Source: an optimization exercise on an open RTL-to-GDS flow (aim: small area). Production flows keep margins and buffers that such runs may drop.
The RTL was checked by simulation tests, not by an equivalence proof against the original design.

==> design.v <==
package spwm_pkg;
  localparam int ANGLE_W = 8;
  localparam int SPAN_W  = 12;
  localparam int TICK_W  = 16;
  localparam int PPS_W   = 8;
  localparam int PROD_W  = ANGLE_W + SPAN_W;
  localparam int S91_W   = 19;
  localparam int DEFAULT_MAX_ANGLE = 180;
  localparam logic [TICK_W-1:0] PERIOD_RST    = 16'd20000;
  localparam logic [TICK_W-1:0] MIN_PULSE_RST = 16'd500;
  localparam logic [SPAN_W-1:0] SPAN_RST      = 12'd1900;
  localparam logic [PPS_W-1:0]  PPS_RST       = 8'd50;
  localparam logic [S91_W-1:0]  S91_RST       = 19'd172900;   
  typedef enum logic [1:0] {
    CFG_PERIOD    = 2'd0,
    CFG_MIN_PULSE = 2'd1,
    CFG_SPAN      = 2'd2,
    CFG_PPS       = 2'd3
  } cfg_idx_t;
  typedef enum logic {
    FUNC_TICK = 1'b0,
    FUNC_MOVE = 1'b1
  } func_t;
endpackage
import spwm_pkg::*;
module spwm_width (
  input  logic [ANGLE_W-1:0] angle,
  input  logic [18:0]        s91,
  input  logic [TICK_W-1:0]  min_pulse,
  input  logic [TICK_W-1:0]  period_n,      
  output logic [TICK_W-1:0]  high_width_n   
);
  wire pp1, pp2, pp3, pp4, pp5, pp6, pp7, pp8, pp9, pp10, pp11, pp12, pp13, pp14, pp15, pp16, pp17, pp18, pp19, pp20, pp21, pp22, pp23, pp24, pp25, pp26, pp27, pp28, pp29, pp30, pp31, pp32, pp33, pp34, pp35, pp36, pp37, pp38, pp39, pp40, pp41, pp42, pp43, pp44, pp45, pp46, pp47, pp48, pp49, pp50, pp51, pp52, pp53, pp54, pp55, pp56, pp57, pp58, pp59, pp60, pp61, pp62, pp63, pp64, pp65, pp66, pp67, pp68, pp69, pp70, pp71, pp72, pp73, pp74, pp75, pp76, pp77, pp78, pp79, pp80, pp81, pp82, pp83, pp84, pp85, pp86, pp87, pp88, pp89, pp90, pp91, pp92, pp93, pp94, pp95, pp96, pp97, pp98, pp99, pp100, pp101, pp102, pp103, pp104, pp105, pp106, pp107, pp108, pp109, pp110, pp111, pp112, pp113, pp114, pp115, pp116, pp117, pp118, pp119, pp120, pp121, pp122, pp123, pp124, pp125, pp126, pp127, pp128, pp129, pp130, pp131, pp132, pp133, pp134, hs135, hc136, fs137, fc138, fs139, fc140, fs141, fc142, fs143, fc144, fs145, fc146, fs147, fc148, fs149, fc150, fs151, fc152, fs153, fc154, fs155, fc156, fs157, fc158, fs159, fc160, hs161, hc162, hs163, hc164, fs165, fc166, hs167, hc168, fs169, fc170, fs171, fc172, fs173, fc174, fs175, fc176, fs177, fc178, fs179, fc180, fs181, fc182, fs183, fc184, fs185, fc186, fs187, fc188, fs189, fc190, fs191, fc192, fs193, fc194, fs195, fc196, fs197, fc198, fs199, fc200, fs201, fc202, fs203, fc204, fs205, fc206, fs207, fc208, fs209, fc210, fs211, fc212, fs213, fc214, fs215, fc216, fs217, fc218, fs219, fc220, fs221, fc222, fs223, fc224, fs225, fc226, fs227, fc228, fs229, fc230, hs231, hc232, fs233, fc234, fs235, fc236, fs237, fc238, fs239, fc240, fs241, fc242, fs243, fc244, fs245, fc246, fs247, fc248, fs249, fc250, fs251, fc252, fs253, fc254, fs255, fc256, fs257, fc258, fs259, fc260, fs261, fc262, fs263, fc264, fs265, fc266, fs267, fc268, fs269, fc270, hs271, hc272, fs273, fc274, fs275, fc276, fs277, fc278, fs279, fc280, fs281, fc282, fs283, fc284, fs285, fc286, fs287, fc288, fs289, fc290, fs291, fc292, fs293, fc294, fs295, fc296, fs297, fc298, fs299, fc300, fs301, fc302, fs303, fc304, fs305, fc306, fs307, fc308, fs309, fc310, fs311, fc312, fs313, fc314;
  assign pp1 = angle[0] & s91[0];
  assign pp2 = angle[0] & s91[1];
  assign pp3 = angle[0] & s91[2];
  assign pp4 = angle[0] & s91[3];
  assign pp5 = angle[0] & s91[4];
  assign pp6 = angle[0] & s91[5];
  assign pp7 = angle[0] & s91[6];
  assign pp8 = angle[0] & s91[7];
  assign pp9 = angle[0] & s91[8];
  assign pp10 = angle[0] & s91[9];
  assign pp11 = angle[0] & s91[10];
  assign pp12 = angle[0] & s91[11];
  assign pp13 = angle[0] & s91[12];
  assign pp14 = angle[0] & s91[13];
  assign pp15 = angle[0] & s91[14];
  assign pp16 = angle[0] & s91[15];
  assign pp17 = angle[0] & s91[16];
  assign pp18 = angle[0] & s91[17];
  assign pp19 = angle[0] & s91[18];
  assign pp20 = angle[1] & s91[0];
  assign pp21 = angle[1] & s91[1];
  assign pp22 = angle[1] & s91[2];
  assign pp23 = angle[1] & s91[3];
  assign pp24 = angle[1] & s91[4];
  assign pp25 = angle[1] & s91[5];
  assign pp26 = angle[1] & s91[6];
  assign pp27 = angle[1] & s91[7];
  assign pp28 = angle[1] & s91[8];
  assign pp29 = angle[1] & s91[9];
  assign pp30 = angle[1] & s91[10];
  assign pp31 = angle[1] & s91[11];
  assign pp32 = angle[1] & s91[12];
  assign pp33 = angle[1] & s91[13];
  assign pp34 = angle[1] & s91[14];
  assign pp35 = angle[1] & s91[15];
  assign pp36 = angle[1] & s91[16];
  assign pp37 = angle[1] & s91[17];
  assign pp38 = angle[1] & s91[18];
  assign pp39 = angle[2] & s91[0];
  assign pp40 = angle[2] & s91[1];
  assign pp41 = angle[2] & s91[2];
  assign pp42 = angle[2] & s91[3];
  assign pp43 = angle[2] & s91[4];
  assign pp44 = angle[2] & s91[5];
  assign pp45 = angle[2] & s91[6];
  assign pp46 = angle[2] & s91[7];
  assign pp47 = angle[2] & s91[8];
  assign pp48 = angle[2] & s91[9];
  assign pp49 = angle[2] & s91[10];
  assign pp50 = angle[2] & s91[11];
  assign pp51 = angle[2] & s91[12];
  assign pp52 = angle[2] & s91[13];
  assign pp53 = angle[2] & s91[14];
  assign pp54 = angle[2] & s91[15];
  assign pp55 = angle[2] & s91[16];
  assign pp56 = angle[2] & s91[17];
  assign pp57 = angle[2] & s91[18];
  assign pp58 = angle[3] & s91[0];
  assign pp59 = angle[3] & s91[1];
  assign pp60 = angle[3] & s91[2];
  assign pp61 = angle[3] & s91[3];
  assign pp62 = angle[3] & s91[4];
  assign pp63 = angle[3] & s91[5];
  assign pp64 = angle[3] & s91[6];
  assign pp65 = angle[3] & s91[7];
  assign pp66 = angle[3] & s91[8];
  assign pp67 = angle[3] & s91[9];
  assign pp68 = angle[3] & s91[10];
  assign pp69 = angle[3] & s91[11];
  assign pp70 = angle[3] & s91[12];
  assign pp71 = angle[3] & s91[13];
  assign pp72 = angle[3] & s91[14];
  assign pp73 = angle[3] & s91[15];
  assign pp74 = angle[3] & s91[16];
  assign pp75 = angle[3] & s91[17];
  assign pp76 = angle[3] & s91[18];
  assign pp77 = angle[4] & s91[0];
  assign pp78 = angle[4] & s91[1];
  assign pp79 = angle[4] & s91[2];
  assign pp80 = angle[4] & s91[3];
  assign pp81 = angle[4] & s91[4];
  assign pp82 = angle[4] & s91[5];
  assign pp83 = angle[4] & s91[6];
  assign pp84 = angle[4] & s91[7];
  assign pp85 = angle[4] & s91[8];
  assign pp86 = angle[4] & s91[9];
  assign pp87 = angle[4] & s91[10];
  assign pp88 = angle[4] & s91[11];
  assign pp89 = angle[4] & s91[12];
  assign pp90 = angle[4] & s91[13];
  assign pp91 = angle[4] & s91[14];
  assign pp92 = angle[4] & s91[15];
  assign pp93 = angle[4] & s91[16];
  assign pp94 = angle[4] & s91[17];
  assign pp95 = angle[4] & s91[18];
  assign pp96 = angle[5] & s91[0];
  assign pp97 = angle[5] & s91[1];
  assign pp98 = angle[5] & s91[2];
  assign pp99 = angle[5] & s91[3];
  assign pp100 = angle[5] & s91[4];
  assign pp101 = angle[5] & s91[5];
  assign pp102 = angle[5] & s91[6];
  assign pp103 = angle[5] & s91[7];
  assign pp104 = angle[5] & s91[8];
  assign pp105 = angle[5] & s91[9];
  assign pp106 = angle[5] & s91[10];
  assign pp107 = angle[5] & s91[11];
  assign pp108 = angle[5] & s91[12];
  assign pp109 = angle[5] & s91[13];
  assign pp110 = angle[5] & s91[14];
  assign pp111 = angle[5] & s91[15];
  assign pp112 = angle[5] & s91[16];
  assign pp113 = angle[5] & s91[17];
  assign pp114 = angle[5] & s91[18];
  assign pp115 = angle[6] & s91[0];
  assign pp116 = (angle[7] & s91[0]) | (angle[6] & s91[1]);
  assign pp117 = (angle[7] & s91[1]) | (angle[6] & s91[2]);
  assign pp118 = (angle[7] & s91[2]) | (angle[6] & s91[3]);
  assign pp119 = (angle[7] & s91[3]) | (angle[6] & s91[4]);
  assign pp120 = (angle[7] & s91[4]) | (angle[6] & s91[5]);
  assign pp121 = (angle[7] & s91[5]) | (angle[6] & s91[6]);
  assign pp122 = (angle[7] & s91[6]) | (angle[6] & s91[7]);
  assign pp123 = (angle[7] & s91[7]) | (angle[6] & s91[8]);
  assign pp124 = (angle[7] & s91[8]) | (angle[6] & s91[9]);
  assign pp125 = (angle[7] & s91[9]) | (angle[6] & s91[10]);
  assign pp126 = (angle[7] & s91[10]) | (angle[6] & s91[11]);
  assign pp127 = (angle[7] & s91[11]) | (angle[6] & s91[12]);
  assign pp128 = (angle[7] & s91[12]) | (angle[6] & s91[13]);
  assign pp129 = (angle[7] & s91[13]) | (angle[6] & s91[14]);
  assign pp130 = (angle[7] & s91[14]) | (angle[6] & s91[15]);
  assign pp131 = (angle[7] & s91[15]) | (angle[6] & s91[16]);
  assign pp132 = (angle[7] & s91[16]) | (angle[6] & s91[17]);
  assign pp133 = (angle[7] & s91[17]) | (angle[6] & s91[18]);
  assign pp134 = angle[7] & s91[18];
  spwm_ha u_hs135 (.a(pp7), .b(pp25), .s(hs135), .co(hc136));
  spwm_fa u_fs137 (.a(pp8), .b(pp26), .ci(pp44), .s(fs137), .co(fc138));
  spwm_fa u_fs139 (.a(pp9), .b(pp27), .ci(pp45), .s(fs139), .co(fc140));
  spwm_fa u_fs141 (.a(pp10), .b(pp28), .ci(pp46), .s(fs141), .co(fc142));
  spwm_fa u_fs143 (.a(pp11), .b(pp29), .ci(pp47), .s(fs143), .co(fc144));
  spwm_fa u_fs145 (.a(pp12), .b(pp30), .ci(pp48), .s(fs145), .co(fc146));
  spwm_fa u_fs147 (.a(pp13), .b(pp31), .ci(pp49), .s(fs147), .co(fc148));
  spwm_fa u_fs149 (.a(pp14), .b(pp32), .ci(pp50), .s(fs149), .co(fc150));
  spwm_fa u_fs151 (.a(pp15), .b(pp33), .ci(pp51), .s(fs151), .co(fc152));
  spwm_fa u_fs153 (.a(pp16), .b(pp34), .ci(pp52), .s(fs153), .co(fc154));
  spwm_fa u_fs155 (.a(pp17), .b(pp35), .ci(pp53), .s(fs155), .co(fc156));
  spwm_fa u_fs157 (.a(pp18), .b(pp36), .ci(pp54), .s(fs157), .co(fc158));
  spwm_fa u_fs159 (.a(pp19), .b(pp37), .ci(pp55), .s(fs159), .co(fc160));
  spwm_ha u_hs161 (.a(pp38), .b(pp56), .s(hs161), .co(hc162));
  spwm_ha u_hs163 (.a(pp5), .b(pp23), .s(hs163), .co(hc164));
  spwm_fa u_fs165 (.a(pp6), .b(pp24), .ci(pp42), .s(fs165), .co(fc166));
  spwm_ha u_hs167 (.a(pp60), .b(pp78), .s(hs167), .co(hc168));
  spwm_fa u_fs169 (.a(pp43), .b(pp61), .ci(pp79), .s(fs169), .co(fc170));
  spwm_fa u_fs171 (.a(pp97), .b(pp115), .ci(hs135), .s(fs171), .co(fc172));
  spwm_fa u_fs173 (.a(pp62), .b(pp80), .ci(pp98), .s(fs173), .co(fc174));
  spwm_fa u_fs175 (.a(pp116), .b(fs137), .ci(hc136), .s(fs175), .co(fc176));
  spwm_fa u_fs177 (.a(pp63), .b(pp81), .ci(pp99), .s(fs177), .co(fc178));
  spwm_fa u_fs179 (.a(pp117), .b(fs139), .ci(fc138), .s(fs179), .co(fc180));
  spwm_fa u_fs181 (.a(pp64), .b(pp82), .ci(pp100), .s(fs181), .co(fc182));
  spwm_fa u_fs183 (.a(pp118), .b(fs141), .ci(fc140), .s(fs183), .co(fc184));
  spwm_fa u_fs185 (.a(pp65), .b(pp83), .ci(pp101), .s(fs185), .co(fc186));
  spwm_fa u_fs187 (.a(pp119), .b(fs143), .ci(fc142), .s(fs187), .co(fc188));
  spwm_fa u_fs189 (.a(pp66), .b(pp84), .ci(pp102), .s(fs189), .co(fc190));
  spwm_fa u_fs191 (.a(pp120), .b(fs145), .ci(fc144), .s(fs191), .co(fc192));
  spwm_fa u_fs193 (.a(pp67), .b(pp85), .ci(pp103), .s(fs193), .co(fc194));
  spwm_fa u_fs195 (.a(pp121), .b(fs147), .ci(fc146), .s(fs195), .co(fc196));
  spwm_fa u_fs197 (.a(pp68), .b(pp86), .ci(pp104), .s(fs197), .co(fc198));
  spwm_fa u_fs199 (.a(pp122), .b(fs149), .ci(fc148), .s(fs199), .co(fc200));
  spwm_fa u_fs201 (.a(pp69), .b(pp87), .ci(pp105), .s(fs201), .co(fc202));
  spwm_fa u_fs203 (.a(pp123), .b(fs151), .ci(fc150), .s(fs203), .co(fc204));
  spwm_fa u_fs205 (.a(pp70), .b(pp88), .ci(pp106), .s(fs205), .co(fc206));
  spwm_fa u_fs207 (.a(pp124), .b(fs153), .ci(fc152), .s(fs207), .co(fc208));
  spwm_fa u_fs209 (.a(pp71), .b(pp89), .ci(pp107), .s(fs209), .co(fc210));
  spwm_fa u_fs211 (.a(pp125), .b(fs155), .ci(fc154), .s(fs211), .co(fc212));
  spwm_fa u_fs213 (.a(pp72), .b(pp90), .ci(pp108), .s(fs213), .co(fc214));
  spwm_fa u_fs215 (.a(pp126), .b(fs157), .ci(fc156), .s(fs215), .co(fc216));
  spwm_fa u_fs217 (.a(pp73), .b(pp91), .ci(pp109), .s(fs217), .co(fc218));
  spwm_fa u_fs219 (.a(pp127), .b(fs159), .ci(fc158), .s(fs219), .co(fc220));
  spwm_fa u_fs221 (.a(pp74), .b(pp92), .ci(pp110), .s(fs221), .co(fc222));
  spwm_fa u_fs223 (.a(pp128), .b(hs161), .ci(fc160), .s(fs223), .co(fc224));
  spwm_fa u_fs225 (.a(pp57), .b(pp75), .ci(pp93), .s(fs225), .co(fc226));
  spwm_fa u_fs227 (.a(pp111), .b(pp129), .ci(hc162), .s(fs227), .co(fc228));
  spwm_fa u_fs229 (.a(pp76), .b(pp94), .ci(pp112), .s(fs229), .co(fc230));
  spwm_ha u_hs231 (.a(pp4), .b(pp22), .s(hs231), .co(hc232));
  spwm_fa u_fs233 (.a(pp41), .b(pp59), .ci(pp77), .s(fs233), .co(fc234));
  spwm_fa u_fs235 (.a(pp96), .b(fs165), .ci(hs167), .s(fs235), .co(fc236));
  spwm_fa u_fs237 (.a(fs169), .b(fs171), .ci(fc166), .s(fs237), .co(fc238));
  spwm_fa u_fs239 (.a(fs173), .b(fs175), .ci(fc170), .s(fs239), .co(fc240));
  spwm_fa u_fs241 (.a(fs177), .b(fs179), .ci(fc174), .s(fs241), .co(fc242));
  spwm_fa u_fs243 (.a(fs181), .b(fs183), .ci(fc178), .s(fs243), .co(fc244));
  spwm_fa u_fs245 (.a(fs185), .b(fs187), .ci(fc182), .s(fs245), .co(fc246));
  spwm_fa u_fs247 (.a(fs189), .b(fs191), .ci(fc186), .s(fs247), .co(fc248));
  spwm_fa u_fs249 (.a(fs193), .b(fs195), .ci(fc190), .s(fs249), .co(fc250));
  spwm_fa u_fs251 (.a(fs197), .b(fs199), .ci(fc194), .s(fs251), .co(fc252));
  spwm_fa u_fs253 (.a(fs201), .b(fs203), .ci(fc198), .s(fs253), .co(fc254));
  spwm_fa u_fs255 (.a(fs205), .b(fs207), .ci(fc202), .s(fs255), .co(fc256));
  spwm_fa u_fs257 (.a(fs209), .b(fs211), .ci(fc206), .s(fs257), .co(fc258));
  spwm_fa u_fs259 (.a(fs213), .b(fs215), .ci(fc210), .s(fs259), .co(fc260));
  spwm_fa u_fs261 (.a(fs217), .b(fs219), .ci(fc214), .s(fs261), .co(fc262));
  spwm_fa u_fs263 (.a(fs221), .b(fs223), .ci(fc218), .s(fs263), .co(fc264));
  spwm_fa u_fs265 (.a(fs225), .b(fs227), .ci(fc222), .s(fs265), .co(fc266));
  spwm_fa u_fs267 (.a(pp130), .b(fs229), .ci(fc226), .s(fs267), .co(fc268));
  spwm_fa u_fs269 (.a(pp95), .b(pp113), .ci(pp131), .s(fs269), .co(fc270));
  spwm_ha u_hs271 (.a(pp3), .b(pp21), .s(hs271), .co(hc272));
  spwm_fa u_fs273 (.a(pp40), .b(pp58), .ci(hs231), .s(fs273), .co(fc274));
  spwm_fa u_fs275 (.a(hs163), .b(fs233), .ci(hc232), .s(fs275), .co(fc276));
  spwm_fa u_fs277 (.a(hc164), .b(fs235), .ci(fc234), .s(fs277), .co(fc278));
  spwm_fa u_fs279 (.a(hc168), .b(fs237), .ci(fc236), .s(fs279), .co(fc280));
  spwm_fa u_fs281 (.a(fc172), .b(fs239), .ci(fc238), .s(fs281), .co(fc282));
  spwm_fa u_fs283 (.a(fc176), .b(fs241), .ci(fc240), .s(fs283), .co(fc284));
  spwm_fa u_fs285 (.a(fc180), .b(fs243), .ci(fc242), .s(fs285), .co(fc286));
  spwm_fa u_fs287 (.a(fc184), .b(fs245), .ci(fc244), .s(fs287), .co(fc288));
  spwm_fa u_fs289 (.a(fc188), .b(fs247), .ci(fc246), .s(fs289), .co(fc290));
  spwm_fa u_fs291 (.a(fc192), .b(fs249), .ci(fc248), .s(fs291), .co(fc292));
  spwm_fa u_fs293 (.a(fc196), .b(fs251), .ci(fc250), .s(fs293), .co(fc294));
  spwm_fa u_fs295 (.a(fc200), .b(fs253), .ci(fc252), .s(fs295), .co(fc296));
  spwm_fa u_fs297 (.a(fc204), .b(fs255), .ci(fc254), .s(fs297), .co(fc298));
  spwm_fa u_fs299 (.a(fc208), .b(fs257), .ci(fc256), .s(fs299), .co(fc300));
  spwm_fa u_fs301 (.a(fc212), .b(fs259), .ci(fc258), .s(fs301), .co(fc302));
  spwm_fa u_fs303 (.a(fc216), .b(fs261), .ci(fc260), .s(fs303), .co(fc304));
  spwm_fa u_fs305 (.a(fc220), .b(fs263), .ci(fc262), .s(fs305), .co(fc306));
  spwm_fa u_fs307 (.a(fc224), .b(fs265), .ci(fc264), .s(fs307), .co(fc308));
  spwm_fa u_fs309 (.a(fc228), .b(fs267), .ci(fc266), .s(fs309), .co(fc310));
  spwm_fa u_fs311 (.a(fc230), .b(fs269), .ci(fc268), .s(fs311), .co(fc312));
  spwm_fa u_fs313 (.a(pp114), .b(pp132), .ci(fc270), .s(fs313), .co(fc314));
  wire [25:0] ra = {pp134, pp133, fs313, fs311, fs309, fs307, fs305, fs303, fs301, fs299, fs297, fs295, fs293, fs291, fs289, fs287, fs285, fs283, fs281, fs279, fs277, fs275, fs273, pp39, pp2, pp1};
  wire [25:0] rb = {1'b0, fc314, fc312, fc310, fc308, fc306, fc304, fc302, fc300, fc298, fc296, fc294, fc292, fc290, fc288, fc286, fc284, fc282, fc280, fc278, fc276, fc274, hc272, hs271, pp20, 1'b0};
  wire [26:0] v;
  wire vag0_0 = ra[0] & rb[0];
  wire vap0_0 = ra[0] ^ rb[0];
  wire vag1_1 = ra[1] & rb[1];
  wire vap1_1 = ra[1] ^ rb[1];
  wire vag2_2 = ra[2] & rb[2];
  wire vap2_2 = ra[2] ^ rb[2];
  wire vag3_3 = ra[3] & rb[3];
  wire vap3_3 = ra[3] ^ rb[3];
  wire vag4_4 = ra[4] & rb[4];
  wire vap4_4 = ra[4] ^ rb[4];
  wire vag5_5 = ra[5] & rb[5];
  wire vap5_5 = ra[5] ^ rb[5];
  wire vag6_6 = ra[6] & rb[6];
  wire vap6_6 = ra[6] ^ rb[6];
  wire vag7_7 = ra[7] & rb[7];
  wire vap7_7 = ra[7] ^ rb[7];
  wire vag8_8 = ra[8] & rb[8];
  wire vap8_8 = ra[8] ^ rb[8];
  wire vag9_9 = ra[9] & rb[9];
  wire vap9_9 = ra[9] ^ rb[9];
  wire vag10_10 = ra[10] & rb[10];
  wire vap10_10 = ra[10] ^ rb[10];
  wire vag11_11 = ra[11] & rb[11];
  wire vap11_11 = ra[11] ^ rb[11];
  wire vag12_12 = ra[12] & rb[12];
  wire vap12_12 = ra[12] ^ rb[12];
  wire vag13_13 = ra[13] & rb[13];
  wire vap13_13 = ra[13] ^ rb[13];
  wire vag14_14 = ra[14] & rb[14];
  wire vap14_14 = ra[14] ^ rb[14];
  wire vag15_15 = ra[15] & rb[15];
  wire vap15_15 = ra[15] ^ rb[15];
  wire vag16_16 = ra[16] & rb[16];
  wire vap16_16 = ra[16] ^ rb[16];
  wire vag17_17 = ra[17] & rb[17];
  wire vap17_17 = ra[17] ^ rb[17];
  wire vag18_18 = ra[18] & rb[18];
  wire vap18_18 = ra[18] ^ rb[18];
  wire vag19_19 = ra[19] & rb[19];
  wire vap19_19 = ra[19] ^ rb[19];
  wire vag20_20 = ra[20] & rb[20];
  wire vap20_20 = ra[20] ^ rb[20];
  wire vag21_21 = ra[21] & rb[21];
  wire vap21_21 = ra[21] ^ rb[21];
  wire vag22_22 = ra[22] & rb[22];
  wire vap22_22 = ra[22] ^ rb[22];
  wire vag23_23 = ra[23] & rb[23];
  wire vap23_23 = ra[23] ^ rb[23];
  wire vag24_24 = ra[24] & rb[24];
  wire vap24_24 = ra[24] ^ rb[24];
  wire vag25_25 = ra[25] & rb[25];
  wire vap25_25 = ra[25] ^ rb[25];
  wire vag0_1 = vag1_1 | (vap1_1 & vag0_0);
  wire vap0_1 = vap1_1 & vap0_0;
  wire vag2_3 = vag3_3 | (vap3_3 & vag2_2);
  wire vap2_3 = vap3_3 & vap2_2;
  wire vag4_5 = vag5_5 | (vap5_5 & vag4_4);
  wire vap4_5 = vap5_5 & vap4_4;
  wire vag6_7 = vag7_7 | (vap7_7 & vag6_6);
  wire vap6_7 = vap7_7 & vap6_6;
  wire vag8_9 = vag9_9 | (vap9_9 & vag8_8);
  wire vap8_9 = vap9_9 & vap8_8;
  wire vag10_11 = vag11_11 | (vap11_11 & vag10_10);
  wire vap10_11 = vap11_11 & vap10_10;
  wire vag12_13 = vag13_13 | (vap13_13 & vag12_12);
  wire vap12_13 = vap13_13 & vap12_12;
  wire vag14_15 = vag15_15 | (vap15_15 & vag14_14);
  wire vap14_15 = vap15_15 & vap14_14;
  wire vag16_17 = vag17_17 | (vap17_17 & vag16_16);
  wire vap16_17 = vap17_17 & vap16_16;
  wire vag18_19 = vag19_19 | (vap19_19 & vag18_18);
  wire vap18_19 = vap19_19 & vap18_18;
  wire vag20_21 = vag21_21 | (vap21_21 & vag20_20);
  wire vap20_21 = vap21_21 & vap20_20;
  wire vag22_23 = vag23_23 | (vap23_23 & vag22_22);
  wire vap22_23 = vap23_23 & vap22_22;
  wire vag24_25 = vag25_25 | (vap25_25 & vag24_24);
  wire vap24_25 = vap25_25 & vap24_24;
  wire vag0_3 = vag2_3 | (vap2_3 & vag0_1);
  wire vap0_3 = vap2_3 & vap0_1;
  wire vag4_7 = vag6_7 | (vap6_7 & vag4_5);
  wire vap4_7 = vap6_7 & vap4_5;
  wire vag8_11 = vag10_11 | (vap10_11 & vag8_9);
  wire vap8_11 = vap10_11 & vap8_9;
  wire vag12_15 = vag14_15 | (vap14_15 & vag12_13);
  wire vap12_15 = vap14_15 & vap12_13;
  wire vag16_19 = vag18_19 | (vap18_19 & vag16_17);
  wire vap16_19 = vap18_19 & vap16_17;
  wire vag20_23 = vag22_23 | (vap22_23 & vag20_21);
  wire vap20_23 = vap22_23 & vap20_21;
  wire vag0_7 = vag4_7 | (vap4_7 & vag0_3);
  wire vap0_7 = vap4_7 & vap0_3;
  wire vag8_15 = vag12_15 | (vap12_15 & vag8_11);
  wire vap8_15 = vap12_15 & vap8_11;
  wire vag16_23 = vag20_23 | (vap20_23 & vag16_19);
  wire vap16_23 = vap20_23 & vap16_19;
  wire vag0_15 = vag8_15 | (vap8_15 & vag0_7);
  wire vap0_15 = vap8_15 & vap0_7;
  wire vag0_23 = vag16_23 | (vap16_23 & vag0_15);
  wire vap0_23 = vap16_23 & vap0_15;
  wire vag0_11 = vag8_11 | (vap8_11 & vag0_7);
  wire vap0_11 = vap8_11 & vap0_7;
  wire vag0_19 = vag16_19 | (vap16_19 & vag0_15);
  wire vap0_19 = vap16_19 & vap0_15;
  wire vag0_5 = vag4_5 | (vap4_5 & vag0_3);
  wire vap0_5 = vap4_5 & vap0_3;
  wire vag0_9 = vag8_9 | (vap8_9 & vag0_7);
  wire vap0_9 = vap8_9 & vap0_7;
  wire vag0_13 = vag12_13 | (vap12_13 & vag0_11);
  wire vap0_13 = vap12_13 & vap0_11;
  wire vag0_17 = vag16_17 | (vap16_17 & vag0_15);
  wire vap0_17 = vap16_17 & vap0_15;
  wire vag0_21 = vag20_21 | (vap20_21 & vag0_19);
  wire vap0_21 = vap20_21 & vap0_19;
  wire vag0_25 = vag24_25 | (vap24_25 & vag0_23);
  wire vap0_25 = vap24_25 & vap0_23;
  wire vag0_2 = vag2_2 | (vap2_2 & vag0_1);
  wire vap0_2 = vap2_2 & vap0_1;
  wire vag0_4 = vag4_4 | (vap4_4 & vag0_3);
  wire vap0_4 = vap4_4 & vap0_3;
  wire vag0_6 = vag6_6 | (vap6_6 & vag0_5);
  wire vap0_6 = vap6_6 & vap0_5;
  wire vag0_8 = vag8_8 | (vap8_8 & vag0_7);
  wire vap0_8 = vap8_8 & vap0_7;
  wire vag0_10 = vag10_10 | (vap10_10 & vag0_9);
  wire vap0_10 = vap10_10 & vap0_9;
  wire vag0_12 = vag12_12 | (vap12_12 & vag0_11);
  wire vap0_12 = vap12_12 & vap0_11;
  wire vag0_14 = vag14_14 | (vap14_14 & vag0_13);
  wire vap0_14 = vap14_14 & vap0_13;
  wire vag0_16 = vag16_16 | (vap16_16 & vag0_15);
  wire vap0_16 = vap16_16 & vap0_15;
  wire vag0_18 = vag18_18 | (vap18_18 & vag0_17);
  wire vap0_18 = vap18_18 & vap0_17;
  wire vag0_20 = vag20_20 | (vap20_20 & vag0_19);
  wire vap0_20 = vap20_20 & vap0_19;
  wire vag0_22 = vag22_22 | (vap22_22 & vag0_21);
  wire vap0_22 = vap22_22 & vap0_21;
  wire vag0_24 = vag24_24 | (vap24_24 & vag0_23);
  wire vap0_24 = vap24_24 & vap0_23;
  assign v = {vag0_25, vap25_25 ^ vag0_24, vap24_24 ^ vag0_23, vap23_23 ^ vag0_22, vap22_22 ^ vag0_21, vap21_21 ^ vag0_20, vap20_20 ^ vag0_19, vap19_19 ^ vag0_18, vap18_18 ^ vag0_17, vap17_17 ^ vag0_16, vap16_16 ^ vag0_15, vap15_15 ^ vag0_14, vap14_14 ^ vag0_13, vap13_13 ^ vag0_12, vap12_12 ^ vag0_11, vap11_11 ^ vag0_10, vap10_10 ^ vag0_9, vap9_9 ^ vag0_8, vap8_8 ^ vag0_7, vap7_7 ^ vag0_6, vap6_6 ^ vag0_5, vap5_5 ^ vag0_4, vap4_4 ^ vag0_3, vap3_3 ^ vag0_2, vap2_2 ^ vag0_1, vap1_1 ^ vag0_0, vap0_0 ^ 1'b0};
  wire [11:0] h = v[25:14];
  wire [11:0] l = v[13:2];
  wire [11:0] g1 = h & l;
  wire [11:0] p1 = h | l;
  wire [5:0]  g2, p2;
  wire [2:0]  g3, p3;
  for (genvar k = 0; k < 6; k++) begin : g_t2
    assign g2[k] = g1[2*k+1] | (p1[2*k+1] & g1[2*k]);
    assign p2[k] = p1[2*k+1] & p1[2*k];
  end
  for (genvar k = 0; k < 3; k++) begin : g_t3
    assign g3[k] = g2[2*k+1] | (p2[2*k+1] & g2[2*k]);
    assign p3[k] = p2[2*k+1] & p2[2*k];
  end
  wire c = g3[2] | (p3[2] & (g3[1] | (p3[1] & (g3[0] | p3[0]))));
  wire [16:0] s0;
  wire sag0_0 = min_pulse[0] & h[0];
  wire sap0_0 = min_pulse[0] ^ h[0];
  wire sag1_1 = min_pulse[1] & h[1];
  wire sap1_1 = min_pulse[1] ^ h[1];
  wire sag2_2 = min_pulse[2] & h[2];
  wire sap2_2 = min_pulse[2] ^ h[2];
  wire sag3_3 = min_pulse[3] & h[3];
  wire sap3_3 = min_pulse[3] ^ h[3];
  wire sag4_4 = min_pulse[4] & h[4];
  wire sap4_4 = min_pulse[4] ^ h[4];
  wire sag5_5 = min_pulse[5] & h[5];
  wire sap5_5 = min_pulse[5] ^ h[5];
  wire sag6_6 = min_pulse[6] & h[6];
  wire sap6_6 = min_pulse[6] ^ h[6];
  wire sag7_7 = min_pulse[7] & h[7];
  wire sap7_7 = min_pulse[7] ^ h[7];
  wire sag8_8 = min_pulse[8] & h[8];
  wire sap8_8 = min_pulse[8] ^ h[8];
  wire sag9_9 = min_pulse[9] & h[9];
  wire sap9_9 = min_pulse[9] ^ h[9];
  wire sag10_10 = min_pulse[10] & h[10];
  wire sap10_10 = min_pulse[10] ^ h[10];
  wire sag11_11 = min_pulse[11] & h[11];
  wire sap11_11 = min_pulse[11] ^ h[11];
  wire sag12_12 = min_pulse[12] & 1'b0;
  wire sap12_12 = min_pulse[12] ^ 1'b0;
  wire sag13_13 = min_pulse[13] & 1'b0;
  wire sap13_13 = min_pulse[13] ^ 1'b0;
  wire sag14_14 = min_pulse[14] & 1'b0;
  wire sap14_14 = min_pulse[14] ^ 1'b0;
  wire sag15_15 = min_pulse[15] & 1'b0;
  wire sap15_15 = min_pulse[15] ^ 1'b0;
  wire sag0_1 = sag1_1 | (sap1_1 & sag0_0);
  wire sap0_1 = sap1_1 & sap0_0;
  wire sag2_3 = sag3_3 | (sap3_3 & sag2_2);
  wire sap2_3 = sap3_3 & sap2_2;
  wire sag4_5 = sag5_5 | (sap5_5 & sag4_4);
  wire sap4_5 = sap5_5 & sap4_4;
  wire sag6_7 = sag7_7 | (sap7_7 & sag6_6);
  wire sap6_7 = sap7_7 & sap6_6;
  wire sag8_9 = sag9_9 | (sap9_9 & sag8_8);
  wire sap8_9 = sap9_9 & sap8_8;
  wire sag10_11 = sag11_11 | (sap11_11 & sag10_10);
  wire sap10_11 = sap11_11 & sap10_10;
  wire sag12_13 = sag13_13 | (sap13_13 & sag12_12);
  wire sap12_13 = sap13_13 & sap12_12;
  wire sag14_15 = sag15_15 | (sap15_15 & sag14_14);
  wire sap14_15 = sap15_15 & sap14_14;
  wire sag0_3 = sag2_3 | (sap2_3 & sag0_1);
  wire sap0_3 = sap2_3 & sap0_1;
  wire sag4_7 = sag6_7 | (sap6_7 & sag4_5);
  wire sap4_7 = sap6_7 & sap4_5;
  wire sag8_11 = sag10_11 | (sap10_11 & sag8_9);
  wire sap8_11 = sap10_11 & sap8_9;
  wire sag12_15 = sag14_15 | (sap14_15 & sag12_13);
  wire sap12_15 = sap14_15 & sap12_13;
  wire sag0_7 = sag4_7 | (sap4_7 & sag0_3);
  wire sap0_7 = sap4_7 & sap0_3;
  wire sag8_15 = sag12_15 | (sap12_15 & sag8_11);
  wire sap8_15 = sap12_15 & sap8_11;
  wire sag0_15 = sag8_15 | (sap8_15 & sag0_7);
  wire sap0_15 = sap8_15 & sap0_7;
  wire sag0_11 = sag8_11 | (sap8_11 & sag0_7);
  wire sap0_11 = sap8_11 & sap0_7;
  wire sag0_5 = sag4_5 | (sap4_5 & sag0_3);
  wire sap0_5 = sap4_5 & sap0_3;
  wire sag0_9 = sag8_9 | (sap8_9 & sag0_7);
  wire sap0_9 = sap8_9 & sap0_7;
  wire sag0_13 = sag12_13 | (sap12_13 & sag0_11);
  wire sap0_13 = sap12_13 & sap0_11;
  wire sag0_2 = sag2_2 | (sap2_2 & sag0_1);
  wire sap0_2 = sap2_2 & sap0_1;
  wire sag0_4 = sag4_4 | (sap4_4 & sag0_3);
  wire sap0_4 = sap4_4 & sap0_3;
  wire sag0_6 = sag6_6 | (sap6_6 & sag0_5);
  wire sap0_6 = sap6_6 & sap0_5;
  wire sag0_8 = sag8_8 | (sap8_8 & sag0_7);
  wire sap0_8 = sap8_8 & sap0_7;
  wire sag0_10 = sag10_10 | (sap10_10 & sag0_9);
  wire sap0_10 = sap10_10 & sap0_9;
  wire sag0_12 = sag12_12 | (sap12_12 & sag0_11);
  wire sap0_12 = sap12_12 & sap0_11;
  wire sag0_14 = sag14_14 | (sap14_14 & sag0_13);
  wire sap0_14 = sap14_14 & sap0_13;
  assign s0 = {sag0_15, sap15_15 ^ sag0_14, sap14_14 ^ sag0_13, sap13_13 ^ sag0_12, sap12_12 ^ sag0_11, sap11_11 ^ sag0_10, sap10_10 ^ sag0_9, sap9_9 ^ sag0_8, sap8_8 ^ sag0_7, sap7_7 ^ sag0_6, sap6_6 ^ sag0_5, sap5_5 ^ sag0_4, sap4_4 ^ sag0_3, sap3_3 ^ sag0_2, sap2_2 ^ sag0_1, sap1_1 ^ sag0_0, sap0_0 ^ 1'b0};
  wire [16:0] ones;
  for (genvar k = 0; k < 17; k++) begin : g_inc
    if (k == 0) begin : g_0
      assign ones[k] = c;
    end else begin : g_k
      assign ones[k] = c & (&s0[k-1:0]);
    end
  end
  wire [16:0] sum = s0 ^ ones;
  wire [16:0] rs;
  wire [16:0] rc;
  spwm_ha u_room0 (.a(period_n[0]), .b(min_pulse[0]), .s(rs[0]), .co(rc[1]));
  for (genvar k = 1; k < 16; k++) begin : g_room
    spwm_fa u_room (.a(period_n[k]), .b(min_pulse[k]), .ci(rc[k]), .s(rs[k]), .co(rc[k+1]));
  end
  assign rs[16] = rc[16];
  wire        room_neg = rs[16];
  wire        room_big = ~&rs[15:12];
  wire [12:0] gt;
  assign gt[0] = 1'b0;
  for (genvar k = 0; k < 12; k++) begin : g_gt
    assign gt[k+1] = (h[k] & rs[k]) | (h[k] & gt[k]) | (rs[k] & gt[k]);
  end
  wire        h_gt = gt[12];
  wire        h_eq = &(h ^ rs[11:0]);
  wire        over = room_neg | (!room_big & (h_gt | (c & h_eq)));
  assign high_width_n = over ? period_n : ~sum[15:0];
endmodule
module spwm_fa (
  input  logic a,
  input  logic b,
  input  logic ci,
  output logic s,
  output logic co
);
  assign s  = a ^ b ^ ci;
  assign co = (a & b) | (ci & (a ^ b));
endmodule
module spwm_ha (
  input  logic a,
  input  logic b,
  output logic s,
  output logic co
);
  assign s  = a ^ b;
  assign co = a & b;
endmodule
module spwm_maj (
  input  logic a,
  input  logic b,
  input  logic c,
  output logic y
);
  assign y = (a & b) | (a & c) | (b & c);
endmodule
import spwm_pkg::*;
module servo_pwm_sweep_generator (
  input  logic        clk,
  input  logic        rst_n,
  input  logic        in_tvalid,
  output logic        in_tready,
  input  logic [15:0] in_tdata,
  input  logic        in_tuser,
  output logic        out_tvalid,
  input  logic        out_tready,
  output logic [15:0] out_tdata,
  input  logic        cfg_valid,
  output logic        cfg_ready,
  input  logic [1:0]  cfg_index,
  input  logic [15:0] cfg_data
);
  function automatic logic [7:0] step8(input logic [7:0] a, input logic up,
                                       input logic en);
    logic [7:0] r;
    logic       c;
    integer     i;
    begin
      c = en;
      for (i = 0; i < 8; i = i + 1) begin
        r[i] = a[i] ^ c;
        c    = c & ~(a[i] ^ up);
      end
      step8 = r;
    end
  endfunction
  function automatic logic [7:0] clamp180(input logic [7:0] x);
    logic gt;
    begin
      gt = x[7] & (x[6] | (x[5] & x[4] & (x[3] | (x[2] & (x[1] | x[0])))));
      clamp180 = gt ? 8'd180 : x;
    end
  endfunction
  logic [S91_W-1:0] s91_new;
  wire ts1, tc2, ts3, tc4, ts5, tc6, ts7, tc8, ts9, tc10, ts11, tc12;
  wire ts13, tc14, ts15, tc16, ts17, tc18, ts19, tc20, ts21, tc22, ts23, tc24;
  wire ts25, tc26, ts27, tc28, ts29, tc30, ts31, tc32, ts33, tc34, ts35, tc36;
  wire ts37, tc38, ts39, tc40, ts41, tc42, ts43, tc44, ts45, tc46, ts47, tc48;
  wire ts49, tc50, ts51, tc52, ts53, tc54, ts55, tc56, ts57, tc58, ts59, tc60;
  wire ts61, tc62, ts63, tc64, ts65, tc66, ts67, tc68, ts69, tc70, ts71, tc72;
  wire ts73, tc74, ts75, tc76, ts77, tc78, ts79, tc80, ts81, tc82, ts83, tc84;
  wire ts85, tc86, ts87, tc88, ts89, tc90, ts91, tc92, ts93, tc94, ts95, tc96;
  spwm_ha u_ts1 (.a(cfg_data[0]), .b(cfg_data[2]), .s(ts1), .co(tc2));
  spwm_fa u_ts3 (.a(cfg_data[1]), .b(cfg_data[3]), .ci(cfg_data[4]), .s(ts3), .co(tc4));
  spwm_fa u_ts5 (.a(cfg_data[2]), .b(cfg_data[4]), .ci(cfg_data[5]), .s(ts5), .co(tc6));
  spwm_fa u_ts7 (.a(cfg_data[3]), .b(cfg_data[5]), .ci(cfg_data[6]), .s(ts7), .co(tc8));
  spwm_fa u_ts9 (.a(cfg_data[4]), .b(cfg_data[6]), .ci(cfg_data[7]), .s(ts9), .co(tc10));
  spwm_fa u_ts11 (.a(cfg_data[5]), .b(cfg_data[7]), .ci(cfg_data[8]), .s(ts11), .co(tc12));
  spwm_ha u_ts13 (.a(cfg_data[6]), .b(cfg_data[8]), .s(ts13), .co(tc14));
  spwm_ha u_ts15 (.a(cfg_data[0]), .b(cfg_data[1]), .s(ts15), .co(tc16));
  spwm_fa u_ts17 (.a(cfg_data[1]), .b(cfg_data[2]), .ci(cfg_data[4]), .s(ts17), .co(tc18));
  spwm_fa u_ts19 (.a(cfg_data[3]), .b(cfg_data[5]), .ci(cfg_data[6]), .s(ts19), .co(tc20));
  spwm_fa u_ts21 (.a(cfg_data[6]), .b(cfg_data[7]), .ci(ts3), .s(ts21), .co(tc22));
  spwm_fa u_ts23 (.a(cfg_data[7]), .b(cfg_data[8]), .ci(ts5), .s(ts23), .co(tc24));
  spwm_fa u_ts25 (.a(cfg_data[8]), .b(cfg_data[9]), .ci(ts7), .s(ts25), .co(tc26));
  spwm_fa u_ts27 (.a(cfg_data[9]), .b(cfg_data[10]), .ci(ts9), .s(ts27), .co(tc28));
  spwm_fa u_ts29 (.a(cfg_data[10]), .b(cfg_data[11]), .ci(ts11), .s(ts29), .co(tc30));
  spwm_fa u_ts31 (.a(cfg_data[9]), .b(cfg_data[11]), .ci(ts13), .s(ts31), .co(tc32));
  spwm_fa u_ts33 (.a(cfg_data[7]), .b(cfg_data[9]), .ci(cfg_data[10]), .s(ts33), .co(tc34));
  spwm_ha u_ts35 (.a(cfg_data[8]), .b(cfg_data[10]), .s(ts35), .co(tc36));
  spwm_ha u_ts37 (.a(cfg_data[0]), .b(cfg_data[2]), .s(ts37), .co(tc38));
  spwm_fa u_ts39 (.a(cfg_data[3]), .b(cfg_data[4]), .ci(ts15), .s(ts39), .co(tc40));
  spwm_fa u_ts41 (.a(cfg_data[5]), .b(ts17), .ci(tc16), .s(ts41), .co(tc42));
  spwm_fa u_ts43 (.a(ts1), .b(ts19), .ci(tc18), .s(ts43), .co(tc44));
  spwm_fa u_ts45 (.a(tc2), .b(ts21), .ci(tc20), .s(ts45), .co(tc46));
  spwm_fa u_ts47 (.a(tc4), .b(ts23), .ci(tc22), .s(ts47), .co(tc48));
  spwm_fa u_ts49 (.a(tc6), .b(ts25), .ci(tc24), .s(ts49), .co(tc50));
  spwm_fa u_ts51 (.a(tc8), .b(ts27), .ci(tc26), .s(ts51), .co(tc52));
  spwm_fa u_ts53 (.a(tc10), .b(ts29), .ci(tc28), .s(ts53), .co(tc54));
  spwm_fa u_ts55 (.a(tc12), .b(ts31), .ci(tc30), .s(ts55), .co(tc56));
  spwm_fa u_ts57 (.a(tc14), .b(ts33), .ci(tc32), .s(ts57), .co(tc58));
  spwm_fa u_ts59 (.a(cfg_data[11]), .b(ts35), .ci(tc34), .s(ts59), .co(tc60));
  spwm_fa u_ts61 (.a(cfg_data[9]), .b(cfg_data[11]), .ci(tc36), .s(ts61), .co(tc62));
  spwm_ha u_ts63 (.a(cfg_data[0]), .b(cfg_data[1]), .s(ts63), .co(tc64));
  spwm_fa u_ts65 (.a(cfg_data[1]), .b(cfg_data[2]), .ci(tc64), .s(ts65), .co(tc66));
  spwm_fa u_ts67 (.a(cfg_data[3]), .b(ts37), .ci(tc66), .s(ts67), .co(tc68));
  spwm_fa u_ts69 (.a(ts39), .b(tc38), .ci(tc68), .s(ts69), .co(tc70));
  spwm_fa u_ts71 (.a(ts41), .b(tc40), .ci(tc70), .s(ts71), .co(tc72));
  spwm_fa u_ts73 (.a(ts43), .b(tc42), .ci(tc72), .s(ts73), .co(tc74));
  spwm_fa u_ts75 (.a(ts45), .b(tc44), .ci(tc74), .s(ts75), .co(tc76));
  spwm_fa u_ts77 (.a(ts47), .b(tc46), .ci(tc76), .s(ts77), .co(tc78));
  spwm_fa u_ts79 (.a(ts49), .b(tc48), .ci(tc78), .s(ts79), .co(tc80));
  spwm_fa u_ts81 (.a(ts51), .b(tc50), .ci(tc80), .s(ts81), .co(tc82));
  spwm_fa u_ts83 (.a(ts53), .b(tc52), .ci(tc82), .s(ts83), .co(tc84));
  spwm_fa u_ts85 (.a(ts55), .b(tc54), .ci(tc84), .s(ts85), .co(tc86));
  spwm_fa u_ts87 (.a(ts57), .b(tc56), .ci(tc86), .s(ts87), .co(tc88));
  spwm_fa u_ts89 (.a(ts59), .b(tc58), .ci(tc88), .s(ts89), .co(tc90));
  spwm_fa u_ts91 (.a(ts61), .b(tc60), .ci(tc90), .s(ts91), .co(tc92));
  spwm_fa u_ts93 (.a(cfg_data[10]), .b(tc62), .ci(tc92), .s(ts93), .co(tc94));
  spwm_ha u_ts95 (.a(cfg_data[11]), .b(tc94), .s(ts95), .co(tc96));
  assign s91_new = {tc96, ts95, ts93, ts91, ts89, ts87, ts85, ts83, ts81, ts79, ts77, ts75, ts73, ts71, ts69, ts67, ts65, ts63, cfg_data[0]};
  logic [TICK_W-1:0]  period_n, min_pulse_r;
  logic [S91_W-1:0]   s91_r;      
  logic [PPS_W-1:0]   pps_n;
  logic [TICK_W-1:0]  tick_r;
  logic [PPS_W-1:0]   pcount_r;
  logic [ANGLE_W-1:0] angle_r, goal_n;
  logic [TICK_W-1:0]  width_n;
  logic               moving_r;
  logic               out_valid_r, pin_r, reject_r, stepped_r;
  logic               up_r;       
  logic               in_acc, is_move, move_ok, tick_mv;
  logic [ANGLE_W-1:0] start_cl, target_cl, a_step, a_load, shown;
  logic [TICK_W:0]    tick_inc;
  logic [PPS_W-1:0]   pcount_inc;
  logic               wrap, pwrap, at_goal, up, step, stop;
  logic [TICK_W-1:0]  new_width_n;
  logic               pin_lt;
  assign cfg_ready  = 1'b1;
  assign in_tready  = !out_valid_r || out_tready;
  assign in_acc     = in_tvalid && in_tready;
  assign is_move    = in_tuser;
  assign move_ok    = is_move && !moving_r;
  assign tick_mv    = !is_move && moving_r;
  assign start_cl   = clamp180(in_tdata[7:0]);
  assign target_cl  = clamp180(in_tdata[15:8]);
  logic [TICK_W:0] tick_cy;
  logic [PPS_W:0]  pcount_cy;
  assign tick_inc[0]   = ~tick_r[0];
  assign tick_cy[1]    = tick_r[0];
  assign pcount_inc[0] = ~pcount_r[0];
  assign pcount_cy[1]  = pcount_r[0];
  for (genvar i = 1; i < TICK_W; i++) begin : g_tick_inc
    spwm_ha u_ha (.a(tick_r[i]), .b(tick_cy[i]), .s(tick_inc[i]), .co(tick_cy[i+1]));
  end
  assign tick_inc[TICK_W] = tick_cy[TICK_W];
  for (genvar i = 1; i < PPS_W; i++) begin : g_pcount_inc
    spwm_ha u_ha (.a(pcount_r[i]), .b(pcount_cy[i]), .s(pcount_inc[i]), .co(pcount_cy[i+1]));
  end
  logic [TICK_W:0]    wrap_nb, pin_nb;
  logic [PPS_W:0]     pwrap_nb;
  logic [ANGLE_W:0]   up_nb;
  logic [ANGLE_W-1:0] target_n;
  assign wrap_nb[0]  = 1'b1;
  assign pin_nb[0]   = 1'b1;
  assign pwrap_nb[0] = 1'b1;
  assign up_nb[0]    = 1'b1;
  for (genvar i = 0; i < TICK_W; i++) begin : g_cmp16
    spwm_maj u_wrap (.a(tick_inc[i]), .b(period_n[i]), .c(wrap_nb[i]), .y(wrap_nb[i+1]));
    spwm_maj u_pin  (.a(tick_r[i]),   .b(width_n[i]),  .c(pin_nb[i]),  .y(pin_nb[i+1]));
  end
  for (genvar i = 0; i < PPS_W; i++) begin : g_cmp8
    spwm_maj u_pwrap (.a(pcount_inc[i]), .b(pps_n[i]),  .c(pwrap_nb[i]), .y(pwrap_nb[i+1]));
    spwm_maj u_up    (.a(start_cl[i]),   .b(target_n[i]), .c(up_nb[i]),  .y(up_nb[i+1]));
  end
  assign wrap       = tick_inc[TICK_W] | wrap_nb[TICK_W];
  assign pwrap      = pwrap_nb[PPS_W];
  assign pin_lt     = ~pin_nb[TICK_W];
  assign at_goal    = &(angle_r ^ goal_n);
  assign target_n   = ~target_cl;
  assign up         = up_r;
  assign step       = tick_mv && wrap && pwrap && !at_goal;
  assign stop       = tick_mv && wrap && pwrap && at_goal;
  assign a_step     = step8(angle_r, up, 1'b1);
  assign a_load     = is_move ? start_cl : a_step;
  spwm_width u_width (
    .angle      (a_load),
    .s91        (s91_r),
    .min_pulse  (min_pulse_r),
    .period_n   (period_n),
    .high_width_n (new_width_n)
  );
  always_ff @(posedge clk) begin
    if (!rst_n) begin
      period_n    <= ~PERIOD_RST;
      min_pulse_r <= MIN_PULSE_RST;
      s91_r       <= S91_RST;
      pps_n       <= ~PPS_RST;
    end else if (cfg_valid) begin
      case (cfg_index)
        CFG_PERIOD:    period_n    <= ~cfg_data;
        CFG_MIN_PULSE: min_pulse_r <= cfg_data;
        CFG_SPAN:      s91_r       <= s91_new;
        default:       pps_n       <= ~cfg_data[PPS_W-1:0];
      endcase
    end
  end
  always_ff @(posedge clk) begin
    if (!rst_n) begin
      moving_r    <= 1'b0;
      angle_r     <= '0;
      out_valid_r <= 1'b0;
    end else begin
      out_valid_r <= in_acc || (out_valid_r && !out_tready);
      if (in_acc) begin
        if (move_ok) begin
          moving_r <= 1'b1;
          angle_r  <= start_cl;
        end else if (stop) begin
          moving_r <= 1'b0;
        end else if (step) begin
          angle_r  <= a_step;
        end
      end
    end
  end
  always_ff @(posedge clk) begin
    if (in_acc) begin
      if (move_ok) begin
        goal_n   <= target_n;
        up_r     <= ~up_nb[ANGLE_W];
        tick_r   <= '0;
        pcount_r <= '0;
      end else if (tick_mv) begin
        if (wrap) begin
          tick_r   <= '0;
          pcount_r <= pwrap ? '0 : pcount_inc;
        end else begin
          tick_r   <= tick_inc[TICK_W-1:0];
        end
      end
      if (move_ok || step) width_n <= new_width_n;
      pin_r     <= tick_mv && pin_lt;
      reject_r  <= is_move && moving_r;
      stepped_r <= step;
    end
  end
  assign shown = step8(angle_r, !up_r, stepped_r);
  assign out_tvalid = out_valid_r;
  assign out_tdata  = {5'b0, reject_r, moving_r, shown, pin_r};
endmodule
==> flow/run.sh <==
#!/bin/bash
# The standard layout, with the port buffers that buffer_ports puts on every
# input and output made the smallest buffer cell. Each tool's full output goes
# to a log file of its own in this folder (ORFS's own step logs stay under
# orfs/logs/).
set -euo pipefail
export BUFFER_PORTS_ARGS="-buffer_cell sky130_fd_sc_hd__buf_1"
bash standard.sh finish > standard_flow.log 2>&1
==> standard.sh <==
#!/bin/bash
# synth_recipe.tcl (not shown) runs the flow's synth.tcl, then flattens the netlist and writes it again
# the make line also repeats each setting of config.mk as NAME=value (left out here)
make -C /OpenROAD-flow-scripts/flow DESIGN_CONFIG=/design/flow/config.mk WORK_HOME=/design/flow/orfs CLKGATE_MAP_FILE= SYNTH_SCRIPT=/design/flow/synth_recipe.tcl "${@:-finish}"
==> config.mk <==
export PLATFORM = sky130hd
export DESIGN_NAME = servo_pwm_sweep_generator
export DESIGN_NICKNAME = servo_pwm_sweep_generator
export VERILOG_FILES = /design/flow/design.v
export SDC_FILE = /design/flow/constraint.sdc
export NUM_CORES = 4
export LEC_CHECK = 0
export CAP_MARGIN = 20
export CORE_MARGIN = 2
export CORE_UTILIZATION = 40
export CTS_BUF_LIST = sky130_fd_sc_hd__clkbuf_8
export SLEW_MARGIN = 20
export SYNTH_HIERARCHICAL = 1
==> constraint.sdc <==
create_clock -name core_clock -period 12.0 [get_ports {clk}]
set_input_delay 2.4000 -clock core_clock [delete_from_list [all_inputs] [get_ports {clk}]]
set_output_delay 2.4000 -clock core_clock [all_outputs]
set_load 0.01 [all_outputs]
==> run summary, run 1 <==
- 1st-pass router iterations: 7
- Clock Skews: 19.2 ps
- CTS HTree Levels: 4
- Highest clock rate: between 90 and 100 MHz
- Grt ovf: 0
- DRC: 0
- Cell count after placement: about 1600
- WL/cell: 17.4 um
- Die ar.: between 30000 and 40000 sq um
- Most common library cells after synthesis: 158 x fa_1, 139 x and2_1, 134 x nand2_1
- Cell types with the largest area share after synthesis: fa_1 26%, edfxtp_1 13%, dfxtp_1 11%, ha_1 8.8%, and2_1 7.0%
- Number of buffers inserted during clock tree synthesis: 17
- Final count of negative-setup-slack endpoints: 0
- Slew @ Worst Pin: approximately 1000 ps
- Startpoint type of the worst setup path: input pin
- Remaining antenna violation count: 0
- X dimension of the die: 180 um
- Maximum fanout along the worst path: 18
- Final worst path period share: 90.9%
- Wirelength, routed: 28800 um
- # IOs: 59
- Initial Util: 40.4%
- CTS Root Buffer Type: clkbuf_8
- Clock period minus final worst setup slack: 10900 ps
- Cell type contributing the most total cell area after synthesis: fa_1
- Share of synthesized registers carrying an async set or reset: 0%
- Die Ht: 180 um
- Fin worst setup slack: 1100 ps
- Final number of max-transition violations: 0
- Via count of the first global-routing pass: 9125
- Synthesized cell area: 12300 sq um
- Post-DP HPWL: approximately 23000 um
- Drt via density: 5.36
- Max transition margin: 33.0%
- Clk slew on worst S/H paths: ~80 ps
- Antenna violations before repair: 0
- Crit path buf inv count: 3
- Max-cap violations: 0
- Number of design-rule violations left by the first detailed-router iteration: 509
- Area grow syn2layout: 7.51%
- Worst-Skew Late Latency: roughly 460 ps
- Clock sinks: around 120
- Startpoint-to-endpoint class of the critical path: in2reg
- Sequential fraction of the synthesis area: 23.9%
- Via count: just under 9000
- Routability-driven placement congestion ratio: 0.879
- Top cell by count, worst path: fa_1
- Port Buf Inserts: 52
- Count of hold-fix buffers inserted at cts: 0
- Reg2Reg Setup Slack: 2300 ps
- Leading cell type by number of instances after synthesis: fa_1
- Data arrival time of the critical path: 11110 ps
- Required time of the worst setup path: 12200 ps
- Kind of cell with the highest combined delay on the critical path: adder cells
- Yosys warns: 7
- Worst hold path type: reg2reg
- Setup Buffers After CTS: 0
- Mean instance size in the synthesized netlist: 10.3 sq um
- Antenna diode count: 0
- Fraction of the core area covered by cells at the end of the flow: 43.5%
- Share of post-route cells with drive strength above 1: 9.86%
- Largest stage delay on the critical path: approximately 620 ps
- Number of endpoints with negative hold slack in the final report: 0
- Setup tns final: 0 ps
- CTS tree: yes
- Placement-stage worst setup slack: 600 ps
- Overall Global Routing Usage: 18.7%
- Final cell count without fillers: 1654
- Status: no timing/DRC/antenna violations
- Share of the synthesized area in the top cell type: 25.6%
- Fin nets: between 1500 and 2000
- Setup repair after global routing missed its margin: no
- Count of instances resized after the clock tree is built: 0
- Slowest cell on crit path: or4b_1
- Synth unique cells: 81
- Category of the worst setup path capture point: register
- First-pass GRT wire length: 48400 um
- Most used flip-flop cell after synthesis: dfxtp_1
- Number of instances in the synthesized netlist: 1201
- Deepest clock path buffer count: 2
- Core Area: 30500 sq um
- Post-synth EDFFs: 52
- Std-Cell Rows: 64
- Seq cells post-synth: around 120
- Maximum number of pins on one net before global-route repair: 37
## area by class of cell
cell class	instances	area (sq um)
Inverter	56	210
Sequential cell	121	2940
Fill cell	2967	17200
Tap cell	396	495
Multi-Input combinational cell	978	8920
Timing Repair Buffer	71	338
Clock buffer	17	234
Clock inverter	15	119
## modules after synthesis (local to each module, per instance)
module | flops+latches | cells inside | copies in the design | cell area (sq um)
spwm_width | 0 | 462 | 1 | 3410
spwm_fa | 0 | 1 | 140 | 20.0
servo_pwm_sweep_generator | 121 | 515 | 1 | 5130
spwm_maj | 0 | 1 | 48 | 11.3
spwm_ha | 0 | 1 | 36 | 12.5
## path summary, 6_finish.rpt
kind / from / to / depth (start not counted)
setup / recovery: in_tdata[2] / width_n[14] / 38
hold / removal: pps_n[0] / pps_n[0] / 2
setup reg to reg: up_r / width_n[14] / 37
hold reg to reg: pps_n[0] / pps_n[0] / 2
## state kept, by name, indices dropped and copies added, names as in the netlist, 16 cells and up
| register | flops |
|---|---|
| min_pulse_r | 16 |
| s91_r | 19 |
| period_n | 16 |
| tick_r | 16 |
| width_n | 16 |
## placed cells by master (no fill, tap or decap), types with 34 or more instances in the layout
| cell | n |
|---|---|
| a21oi_1 | 57 |
| and2_1 | 139 |
| buf_1 | 52 |
| dfxtp_1 | 69 |
| edfxtp_1 | 52 |
| fa_1 | 158 |
| ha_1 | 87 |
| inv_1 | 55 |
| maj3_2 | 49 |
| nand2_1 | 134 |
| nor2_1 | 44 |
| o21ai_0 | 34 |
## cell families (layout without fill, tap and decap cells)
group,count (synthesis),count (layout),share of synthesized area (%)
AND/OR/NAND/NOR,413,413,17.3
other,2,10,0.0609
adder cells (fa/ha/maj),294,294,38.9
multiplexers,7,7,0.588
buffers and inverters,110,159,4.13
AO/OA/AOI/OAI,201,201,11.2
flip-flops,121,121,23.9
XOR/XNOR,53,53,3.95
## per-layer routing
metal	share of wire [%]	global-route usage, %	vias up	wire (um)
met3	4.6	3.18	29	1310
met1	47	26.3	4396	13500
met4	1.6	4.65	0	457
met5	0	0	-	0
met2	47	29.9	224	13600
li1	-	-	4221	-
## per-stage QoR
stage	hold WS, ps	cell area [sq um]
final	504	13300
after floorplan	457	12400
after detailed placement	492	12900
after CTS	505	13300
after global routing	526	13300
after global placement	474	12900
## worst min-delay path: stages (launching register included)
cell and delay (ps):
dfxtp_1 320, nand2_1 50, o211ai_1 80
==> inputs of run 2 (changes only) <==
==> run.sh (new file) <==
#!/bin/bash
# synth_recipe.tcl (not shown) runs the flow's synth.tcl, then flattens the netlist and writes it again
# the make line also repeats each setting of config.mk as NAME=value (left out here)
make -C /OpenROAD-flow-scripts/flow DESIGN_CONFIG=/design/flow/config.mk WORK_HOME=/design/flow/orfs CLKGATE_MAP_FILE= SYNTH_SCRIPT=/design/flow/synth_recipe.tcl finish
removed: flow/run.sh
removed: standard.sh
==> run 2 against run 1 <==
Register-to-register slack improved by 120 ps. First-iteration DRC count decreased by 14%. Sequential share of layout area decreased by 0.58 points. Wire length increased by 2.1%. Synthesized area unchanged. Critical path type unchanged. Highest routed layer unchanged.
==> run summary, run 2 <==
- Status: no timing/DRC/antenna violations
- Setup Buffers After CTS: 0
- Synthesized cell area: around 12000 sq um
- Antenna diode count: 0
- Number of flip-flops in the largest register: 19
- Clk slew on worst S/H paths: 80 ps
- Most common cell after layout, fill and taps aside: fa_1
- End of the worst register-to-register path: width_n[14]
- CTS HTree Levels: 4
- Placement-stage worst setup slack: ~340 ps
- Clock Skews: 17.3 ps
- Post-DP HPWL: 23300 um
- Category of the worst setup path capture point: register
- Overall Global Routing Usage: 19.0%
- Die Ht: 180 um
- Share of post-route cells with drive strength above 1: 9.93%
- Hold Path Origin: min_pulse_r[0]
- Met2 wirelength from detailed routing: 13700 um
- Share of synthesized registers carrying an async set or reset: 0%
- Grt ovf: 0
- Antenna violations before repair: 1
- X dimension of the die: approximately 180 um
- Final count of negative-setup-slack endpoints: 0
- Cell types with the largest area share after synthesis: fa_1 26%, edfxtp_1 13%, dfxtp_1 11%, ha_1 8.8%, and2_1 7.0%
- Startpoint type of the worst setup path: input pin
- Deepest clock path buffer count: 2
- Cell count of the worst reg-to-reg path: 35
- Final number of max-transition violations: 0
- Required time of the worst setup path: 12190 ps
- Most used flip-flop cell after synthesis: dfxtp_1
- Cell type contributing the most total cell area after synthesis: fa_1
- Wirelength, routed: about 30000 um
- Count of instances resized after the clock tree is built: 0
- Max-cap violations: 0
- CTS Root Buffer Type: clkbuf_8
- Most flops, register: s91_r
- 1st-pass router iterations: 5
- Synth unique cells: between 80 and 90
- Highest clock rate: roughly 90 MHz
- Seq cells post-synth: 121
- Slew @ Worst Pin: 811 ps
- Worst hold path type: reg2reg
- Core Area: between 30000 and 40000 sq um
- DRC: 0
- Metal3 WL: 1080 um
- Clock sinks: 121
- Data arrival time of the critical path: 11420 ps
- Share of the synthesized area in the top cell type: approximately 26%
- Final worst path period share: 93.5%
- Die ar.: roughly 32000 sq um
- Top cell by count, worst path: fa_1
- Fin worst setup slack: 779 ps
- Number of endpoints with negative hold slack in the final report: 0
- Drt via density: approximately 5.3
- First-pass GRT wire length: ~49000 um
- Mean instance size in the synthesized netlist: 10.3 sq um
- Reg2Reg Setup Slack: 2420 ps
- Fill cell count: a little under 3000
- Area grow syn2layout: 10.4%
- Initial Util: 40.4%
- Port Buf Inserts: 52
- RR Startpoint: up_r
- Remaining antenna violation count: 0
- Largest stage delay on the critical path: about 550 ps
- Post-synth EDFFs: 52
- Slowest cell on crit path: fa_1
- Maximum number of pins on one net before global-route repair: 37
- Hold Path End: min_pulse_r[0]
- Yosys warns: 7
- Via count: 8763
- Leading cell type by number of instances after synthesis: fa_1
- Routability-driven placement congestion ratio: 0.843
- Setup tns final: 0 ps
- Number of design-rule violations left by the first detailed-router iteration: between 400 and 500
- Number of buffers inserted during clock tree synthesis: 17
- Fin nets: 1531
- Highest-count cells in the layout ignoring fill and taps: 158 x fa_1, 139 x and2_1, 134 x nand2_1
- Most common library cells after synthesis: 158 x fa_1, 139 x and2_1, 134 x nand2_1
- Highest routed metal layer: met4
- Worst-Skew Late Latency: 450 ps
- Startpoint-to-endpoint class of the critical path: in2reg
- Number of instances in the synthesized netlist: 1201
- Met1 Routed Length: 14200 um
- Std-Cell Rows: 64
- Max transition margin: 45.9%
- Via count of the first global-routing pass: 9091
- WL/cell: 17.8 um
- CTS tree: yes
- Clock period minus final worst setup slack: 11220 ps
- # IOs: 59
- Maximum fanout along the worst path: 18
- Sequential fraction of the synthesis area: approximately a quarter
- Count of hold-fix buffers inserted at cts: 0
- Hold Path Stages: 2
- Setup repair after global routing missed its margin: no
[run 2: worst max path at each step]
stage | startpoint | end | slack (ps) | depth (start not counted)
after detailed placement | in_tdata[2] | width_n[14] | 340 | 38
after global placement | in_tdata[3] | width_n[14] | 530 | 37
after global routing | in_tdata[2] | width_n[15] | 120 | 38
after floorplan | in_tdata[2] | width_n[14] | 1280 | 37
final | in_tdata[2] | width_n[14] | 780 | 38
after CTS | in_tdata[2] | width_n[14] | 800 | 38
[run 2: critical path: cells and delay by family]
kind	cells	cell delay, ps
AOI/OAI and AO/OA	13	2140
xor gates and xnor gates	1	240
adders and majority gates	9	3320
buffers and inverters	4	910
and+or+nand+nor	11	2380
[run 2: per-layer routing]
layer / vias to the layer above / GRT usage (%)
li1: 4215 / -
met1: 4355 / 26.7
met2: 172 / 30.9
met3: 21 / 2.82
met4: 0 / 4.42
met5: - / 0
[run 2: stage by stage]
step | instances | hold WS [ps] | instance area, sq um | util, %
after floorplan | 1209 | 457 | 12400 | -
after global placement | 1623 | 475 | 13200 | 43.4
after detailed placement | 1623 | 480 | 13200 | 43.4
after CTS | 1655 | 490 | 13600 | 44.6
after global routing | 1655 | 507 | 13600 | 44.6
final | 1655 | 488 | 13600 | 44.6
[run 2: area by class of cell]
class / instances / area, sq um / area share, %
multi-input combinational: 978 / 8920 / 65.6
sequential: 121 / 2940 / 21.6
timing repair buffer: 72 / 671 / 4.93
tap: 396 / 495 / 3.64
clock buffer: 18 / 248 / 1.82
inverter: 56 / 210 / 1.54
clock inverter: 14 / 123 / 0.901
[run 2: kinds of logic (layout without fill, tap and decap cells)]
| logic type | count (synthesis) | after routing | synth area share (%) |
|---|---|---|---|
| compound gates | 201 | 201 | 11.2 |
| buf+inv | 110 | 160 | 4.13 |
| flops | 121 | 121 | 23.9 |
| other cells | 2 | 10 | 0.0609 |
| mux | 7 | 7 | 0.588 |
| fa+ha+maj | 294 | 294 | 38.9 |
| xor+xnor | 53 | 53 | 3.95 |
| simple gates | 413 | 413 | 17.3 |
[run 2: per-module statistics from Yosys, one instance, submodules excluded]
module	cells inside	copies in the design	cell area, sq um	flops+latches
servo_pwm_sweep_generator	515	1	5130	121
spwm_width	462	1	3410	0
spwm_fa	1	140	20.0	0
spwm_ha	1	36	12.5	0
spwm_maj	1	48	11.3	0

[afterwards: timing with drivers on the ports]
The results above use ideal ports. As a check the final layouts listed here were re-extracted and re-timed, cells and wires unchanged. Step 1 (the two cells are an assumption about what drives the block):
set clk [get_ports {clk}]
set_driving_cell -lib_cell sky130_fd_sc_hd__clkbuf_16 $clk
set_driving_cell -lib_cell sky130_fd_sc_hd__buf_2 [delete_from_list [all_inputs] $clk]
Step 2 also shifts input and output timing later by t, the mid clock arrival at the registers, as if the neighbouring blocks saw the same clock. Three values: ideal ports, drivers, drivers and shift; two values: the first two.
run	shift t [ns]	setup WS [ns]	worst data-port slew with drivers (ns)
run 1	0.487	1.095 / 1.112 / 0.625	0.04
run 2	0.483	0.779 / 0.791 / 0.308	0.05
After both steps every run listed still meets setup and hold. The setup slack of run 2, which loses most, moves by +0.012 ns with the drivers and by -0.471 ns with both steps.
